From an optimization exercise on the open Yosys and OpenROAD flow, aimed at small area; shortcuts taken in it are not production practice.
RTL that was checked went through simulation tests only; none was proved equivalent to the original.
Power is estimated from default activity; no workload was simulated. No driver is modelled on the clock port, so clocking that relies on it looks cheaper here than on a real chip.

// pulse_sampler
module pulse_sampler
#(
    parameter int N_CH   = daq_pkg::DEFAULT_N_CH,            
    parameter int WINDOW = daq_pkg::DEFAULT_WINDOW           
) (
    input  logic                         clk,
    input  logic                         rst,
    input  logic [N_CH-1:0]              ch_n,           
    input  logic                         trig_thresh,    
    input  logic                         event_saved,    
    output logic [N_CH*WINDOW-1:0]       evento          
);
Size in the first run: roughly 3,300 cells after synthesis, about 34,000 µm² of cells after synthesis.
Settings: LEC_CHECK=0, ABC_AREA=1, CAP_MARGIN=20, CORE_AREA=8 8 442 442, DIE_AREA=0 0 450 450, PLACE_DENSITY=0.6, SLEW_MARGIN=20, SYNTH_HIERARCHICAL=1, SYNTH_MINIMUM_KEEP_SIZE=0; clock period 5.0 ns.
standard.sh (not shown) runs the stock make flow with config.mk's settings and CLKGATE_MAP_FILE= SYNTH_SCRIPT=/design/flow/synth_recipe.tcl, a recipe that flattens the netlist after the stock synthesis.
==> flow/flow/run.sh <==
#!/bin/bash
# Standard ORFS layout with these changes:
#  - synthesis maps logic with an area-only ABC script (abc_area.script here,
#    in a copy of the ORFS scripts folder made in the work folder);
#  - the smallest buffer on the ports;
#  - logic back at its smallest drive after synthesis, and the ports in a
#    fixed order (post_floorplan.tcl);
#  - a lighter clock tree (cts_args.txt).
set -euo pipefail
here=$(cd "$(dirname "$0")" && pwd)
work=$(pwd)
rm -rf "$work/orfs_scripts"
cp -r "$FLOW_HOME/scripts" "$work/orfs_scripts"
cp "$here/abc_area.script" "$work/orfs_scripts/abc_area.script"
export SCRIPTS_DIR="$work/orfs_scripts"
export BUFFER_PORTS_ARGS="-buffer_cell sky130_fd_sc_hd__buf_1"
export POST_FLOORPLAN_TCL="$here/post_floorplan.tcl"
export CTS_ARGS="-sink_clustering_enable -repair_clock_nets -dont_use_dummy_load $(cat "$here/cts_args.txt")"
bash standard.sh finish > flow_make.log 2>&1
==> flow/flow/cts_args.txt <==
-sink_clustering_size 30 -sink_clustering_max_diameter 100
Other scripts of this flow, unchanged in this note and not shown: flow/flow/abc_area.script, flow/flow/downsize.tcl, flow/flow/pins.tcl, flow/flow/post_floorplan.tcl
Next try:
- GPL_TIMING_DRIVEN: not set -> 0
The new run finished with timing, DRC and antenna clean.
Design area rises by 22%.
Register-to-register slack barely changes.
Core utilization rises by 4.1 points.
Global-route usage rises by 0.84 points.
Clock power falls by about 1%.
Area after synthesis stays the same.
Setup slack loses 0.051 ns.
Final cell count rises by 17%.
Worst hold slack gains 0.027 ns.
Power rises by 3.1%.
Next try:
==> flow/flow/cts_args.txt (replaced) <==
-sink_clustering_size 35 -sink_clustering_max_diameter 80
- GPL_TIMING_DRIVEN: 0 -> not set
- PLACE_DENSITY: 0.6 -> 0.8
The changed run ran to the end with no violations.
Setup slack improves by 0.039 ns.
Design area falls by about 18%.
Via count falls by 14%.
Register-to-register slack hardly moves.
No run of this note included a check of the RTL's function; only the layout flow was run.

* * *

Another version of the RTL of pulse_sampler (not shown whole).
Size: ~3600 cells after synthesis, ~1100 flip-flops, roughly 1000 I/O pins.
clock: 5.0 ns
lec_check: 0
abc_area: 1
cap_margin: 20
core_margin: 2
core_utilization: 20
place_density: 0.6
slew_margin: 20
synth_hierarchical: 1
synth_minimum_keep_size: 0
run.sh (not shown) runs the stock make flow with config.mk's settings and CLKGATE_MAP_FILE= SYNTH_SCRIPT=/design/flow/synth_recipe.tcl, a recipe that flattens the netlist after the stock synthesis.
Stock flow here: none of the scripts above is used.
Rerun with:
==> flow/flow/run.sh (new file) <==
#!/bin/bash
# Standard ORFS layout, with the smallest buffer on the ports and a lighter clock tree.
set -euo pipefail
export BUFFER_PORTS_ARGS="-buffer_cell sky130_fd_sc_hd__buf_1"
export CTS_ARGS="-sink_clustering_enable -repair_clock_nets -dont_use_dummy_load"
bash standard.sh finish > flow_make.log 2>&1
==> flow/standard.sh (new file) <==
#!/bin/bash
# synth_recipe.tcl (not shown) runs the flow's synth.tcl, then flattens the netlist and writes it again
# the make line also repeats each setting of config.mk as NAME=value (left out here)
make -C /OpenROAD-flow-scripts/flow DESIGN_CONFIG=/design/flow/config.mk WORK_HOME=/design/flow/orfs CLKGATE_MAP_FILE= SYNTH_SCRIPT=/design/flow/synth_recipe.tcl "${@:-finish}"
removed: flow/run.sh
Result:
- wire length shrinks by 4.7%
- sequential power barely changes
- worst hold slack is worse by 9.3 ps
- final cell count shrinks by about 1.8%
- via count is about the same
- area after synthesis does not change
- clock power shrinks by 22%
- global-route usage shrinks by 0.79 points
- clock skew barely changes
- flip-flop and latch count stays the same
Function was not checked in any run of this note: the RTL went through the layout flow alone.

* * *

rev 12:
pulse_sampler, a different RTL version from the one above (not shown whole).
Size: roughly 1100 flip-flops, about 1000 I/O pins, ~0.028 mm² of cells after synthesis.
Settings: LEC_CHECK=0, ABC_AREA=1, CAP_MARGIN=20, CORE_MARGIN=2, CORE_UTILIZATION=20, PLACE_DENSITY=0.6, SLEW_MARGIN=20; clock period 5.0 ns.
Stock flow here: none of the scripts above is used.
The flow did not stop early for rev 12: all stages ran, and the layout cleared the timing, DRC and antenna checks.
The following lists how rev 13 was set up differently from rev 12:
- CORE_UTILIZATION: 20 -> 60
- PLACE_DENSITY: 0.6 -> 0.7
[summary]
Rev 13: it failed with a tool error in 3_2_place_iop, so there are no final results.
Rev 12 completed; timing, DRC and antenna clean
Rev 13 -> rev 12: synthesized cell count delta 0, exact match
In terms of mean instance size in the synthesized netlist, rev 12 and rev 13 differ only marginally.
Cmp rev 13 and rev 12 / vertical die dimension / higher: rev 12
Going from rev 12 to rev 13, cell area after technology mapping flat; initial core utilization moved up; number of rows in the core area -58.

* * *

pulse_sampler, a different RTL version from the one above (not shown whole).
Size in the first run: ~3500 cells after synthesis, ~1100 flip-flops, about 37000 µm² of cells after synthesis.
export LEC_CHECK = 0
export ABC_AREA = 1
export CAP_MARGIN = 20
export CORE_AREA = 8 8 442 442
export DIE_AREA = 0 0 450 450
export PLACE_DENSITY = 0.6
export SLEW_MARGIN = 20
export SYNTH_HIERARCHICAL = 1
export SYNTH_MINIMUM_KEEP_SIZE = 0
create_clock -name core_clock -period 5.0 [get_ports {clk}]
standard.sh (not shown) runs the stock make flow with config.mk's settings and CLKGATE_MAP_FILE= SYNTH_SCRIPT=/design/flow/synth_recipe.tcl, a recipe that flattens the netlist after the stock synthesis.
==> flow/flow/run.sh <==
#!/bin/bash
# Standard ORFS layout, with the smallest buffer on the ports, logic back at
# its smallest drive after synthesis, ports in a fixed order and a lighter
# clock tree.
set -euo pipefail
here=$(cd "$(dirname "$0")" && pwd)
export BUFFER_PORTS_ARGS="-buffer_cell sky130_fd_sc_hd__buf_1"
export POST_FLOORPLAN_TCL="$here/post_floorplan.tcl"
export CTS_ARGS="-sink_clustering_enable -repair_clock_nets -dont_use_dummy_load $(cat "$here/cts_args.txt")"
bash standard.sh finish > flow_make.log 2>&1
==> flow/flow/cts_args.txt <==
-sink_clustering_size 30 -sink_clustering_max_diameter 60
==> flow/flow/pins.tcl <==
# Ports around the die in a fixed order: the four control inputs, the
# channel inputs, then the event bits by window stage (stage 63 first), all
# 16 channels of a stage side by side. Each stage's show line then stays
# local, and each channel's window chain runs once around the die.
set block [ord::get_db_block]
set die [$block getDieArea]
set W [ord::dbu_to_microns [$die xMax]]
set H [ord::dbu_to_microns [$die yMax]]

set pins [list clk rst trig_thresh event_saved]
for {set c 0} {$c < 16} {incr c} { lappend pins "ch_n\[$c\]" }
for {set k 63} {$k >= 0} {incr k -1} {
  for {set c 0} {$c < 16} {incr c} { lappend pins "evento\[[expr {$c * 64 + $k}]\]" }
}

set n [llength $pins]
set margin 6.0
set per_edge [expr {int(ceil($n / 4.0))}]

proc snap {v off pitch} { return [expr {$off + $pitch * round(($v - $off) / $pitch)}] }

set i 0
foreach p $pins {
  set edge [expr {$i / $per_edge}]
  set j [expr {$i % $per_edge}]
  if {$edge == 0 || $edge == 2} { set len $W } else { set len $H }
  set step [expr {($len - 2 * $margin) / $per_edge}]
  set d [expr {$margin + ($j + 0.5) * $step}]
  switch $edge {
    0 { set x [snap $d 0.23 0.46];              set y 0;  set l met2 }
    1 { set x $W; set y [snap $d 0.34 0.68];              set l met3 }
    2 { set x [snap [expr {$W - $d}] 0.23 0.46]; set y $H; set l met2 }
    3 { set x 0;  set y [snap [expr {$H - $d}] 0.34 0.68]; set l met3 }
  }
  place_pin -pin_name $p -layer $l -location [list $x $y] -force_to_die_boundary
  incr i
}
puts "pins: placed $n ports"
==> flow/flow/post_floorplan.tcl <==
set here [file dirname [info script]]
source [file join $here downsize.tcl]
source [file join $here pins.tcl]
Other scripts of this flow, unchanged in this note and not shown: flow/flow/downsize.tcl
Next try:
--- a/flow/flow/run.sh
+++ b/flow/flow/run.sh
@@ -3,2 +3 @@
-# its smallest drive after synthesis, ports in a fixed order and a lighter
-# clock tree.
+# its smallest drive after synthesis, and a lighter clock tree.
@@ -8 +7 @@
-export POST_FLOORPLAN_TCL="$here/post_floorplan.tcl"
+export POST_FLOORPLAN_TCL="$here/downsize.tcl"
==> flow/flow/cts_args.txt (replaced) <==
-buf_list {sky130_fd_sc_hd__clkbuf_8 sky130_fd_sc_hd__clkbuf_16} -sink_clustering_size 20 -sink_clustering_max_diameter 50
- CORE_AREA: 8 8 442 442 -> unset
- CORE_MARGIN: unset -> 2
- CORE_UTILIZATION: unset -> 20
- DIE_AREA: 0 0 450 450 -> unset
removed: flow/flow/pins.tcl
removed: flow/flow/post_floorplan.tcl
Effect: The new run finished clean. Synthesized area stays the same. Synthesized cell count does not change. Flip-flop and latch count is unchanged. Clock skew went up by 18 ps. Core utilization grows by 1.5 points. Non-clock buffer count rose by 9. Routed wire length grows by 35%.
Next try:
--- a/flow/flow/run.sh
+++ b/flow/flow/run.sh
@@ -3 +3,2 @@
-# its smallest drive after synthesis, and a lighter clock tree.
+# its smallest drive after synthesis, ports in a fixed order and a lighter
+# clock tree.
@@ -7 +8 @@
-export POST_FLOORPLAN_TCL="$here/downsize.tcl"
+export POST_FLOORPLAN_TCL="$here/post_floorplan.tcl"
==> flow/flow/cts_args.txt (replaced) <==
-sink_clustering_size 35 -sink_clustering_max_diameter 80
==> flow/flow/pins.tcl (new file) <==
# Ports around the die in a fixed order: the four control inputs, the
# channel inputs, then the event bits by window stage (stage 63 first), all
# 16 channels of a stage side by side. Each stage's show line then stays
# local, and each channel's window chain runs once around the die.
set block [ord::get_db_block]
set die [$block getDieArea]
set W [ord::dbu_to_microns [$die xMax]]
set H [ord::dbu_to_microns [$die yMax]]

set pins [list clk rst trig_thresh event_saved]
for {set c 0} {$c < 16} {incr c} { lappend pins "ch_n\[$c\]" }
for {set k 63} {$k >= 0} {incr k -1} {
  for {set c 0} {$c < 16} {incr c} { lappend pins "evento\[[expr {$c * 64 + $k}]\]" }
}

set n [llength $pins]
set margin 6.0
set per_edge [expr {int(ceil($n / 4.0))}]

proc snap {v off pitch} { return [expr {$off + $pitch * round(($v - $off) / $pitch)}] }

set i 0
foreach p $pins {
  set edge [expr {$i / $per_edge}]
  set j [expr {$i % $per_edge}]
  if {$edge == 0 || $edge == 2} { set len $W } else { set len $H }
  set step [expr {($len - 2 * $margin) / $per_edge}]
  set d [expr {$margin + ($j + 0.5) * $step}]
  switch $edge {
    0 { set x [snap $d 0.23 0.46];              set y 0;  set l met2 }
    1 { set x $W; set y [snap $d 0.34 0.68];              set l met3 }
    2 { set x [snap [expr {$W - $d}] 0.23 0.46]; set y $H; set l met2 }
    3 { set x 0;  set y [snap [expr {$H - $d}] 0.34 0.68]; set l met3 }
  }
  place_pin -pin_name $p -layer $l -location [list $x $y] -force_to_die_boundary
  incr i
}
puts "pins: placed $n ports"
==> flow/flow/post_floorplan.tcl (new file) <==
set here [file dirname [info script]]
source [file join $here downsize.tcl]
source [file join $here pins.tcl]
- CORE_AREA: unset -> 8 8 442 442
- CORE_MARGIN: 2 -> unset
- CORE_UTILIZATION: 20 -> unset
- DIE_AREA: unset -> 0 0 450 450
After rerunning: Cell area goes down by a few percent. Setup slack improved by 110 ps. Clock-buffer cell count goes down by 59. Die area went up by a little under a tenth. Register-to-register slack got worse by 60 ps. Synthesized cell count does not change. Hold slack gets better by 9.1 ps. Clock skew goes down by 6.4 ps. Via count decreases by a little under a tenth. Sequential cell count stays the same.

afterwards: timing with drivers on the ports:
The flow's constraints put no driver on any port. The routed layouts listed below were extracted and timed again, unchanged, in two steps. Step 1 (the two cells are an assumption about what drives the block):
set clk [get_ports {clk}]
set_driving_cell -lib_cell sky130_fd_sc_hd__clkbuf_16 $clk
set_driving_cell -lib_cell sky130_fd_sc_hd__buf_2 [delete_from_list [all_inputs] $clk]
Step 2, shift: input delay + t, output delay - t, t = (earliest + latest rising clock arrival at the registers) / 2. This alone moves slack from input paths to output paths. Slacks: no drivers / after step 1 / after step 2; pairs: no drivers / after step 1.
| run | t (ns) | setup WS [ns] | hold WS [ns] | clock arrival spread, ns |
|---|---|---|---|---|
| the first run of note 1 | 0.715 | 0.410 / 0.332 / 1.047 | 0.273 / 0.273 / 0.273 | 0.090 / 0.090 |
| the second run of note 1 | 0.710 | 0.358 / 0.280 / 0.990 | 0.299 / 0.299 / 0.299 | 0.046 / 0.045 |
| the third run of note 1 | 0.718 | 0.398 / 0.320 / 1.038 | 0.313 / 0.313 / 0.313 | 0.082 / 0.082 |
| the first run of note 2 | 0.821 | 0.276 / 0.202 / 1.023 | 0.306 / 0.306 / 0.306 | 0.061 / 0.061 |
| the second run of note 2 | 0.776 | 0.317 / 0.245 / 1.020 | 0.297 / 0.297 / 0.297 | 0.073 / 0.073 |
| rev 12 | 0.780 | 0.295 / 0.215 / 0.994 | 0.320 / 0.320 / 0.320 | 0.051 / 0.051 |
| the first run of note 4 | 0.738 | 0.473 / 0.397 / 1.136 | 0.305 / 0.305 / 0.305 | 0.083 / 0.083 |
| the second run of note 4 | 0.757 | 0.356 / 0.283 / 1.040 | 0.288 / 0.288 / 0.288 | 0.110 / 0.111 |
| the third run of note 4 | 0.708 | 0.468 / 0.393 / 1.101 | 0.297 / 0.297 / 0.297 | 0.077 / 0.078 |
After both steps setup and hold are still met in every run listed.
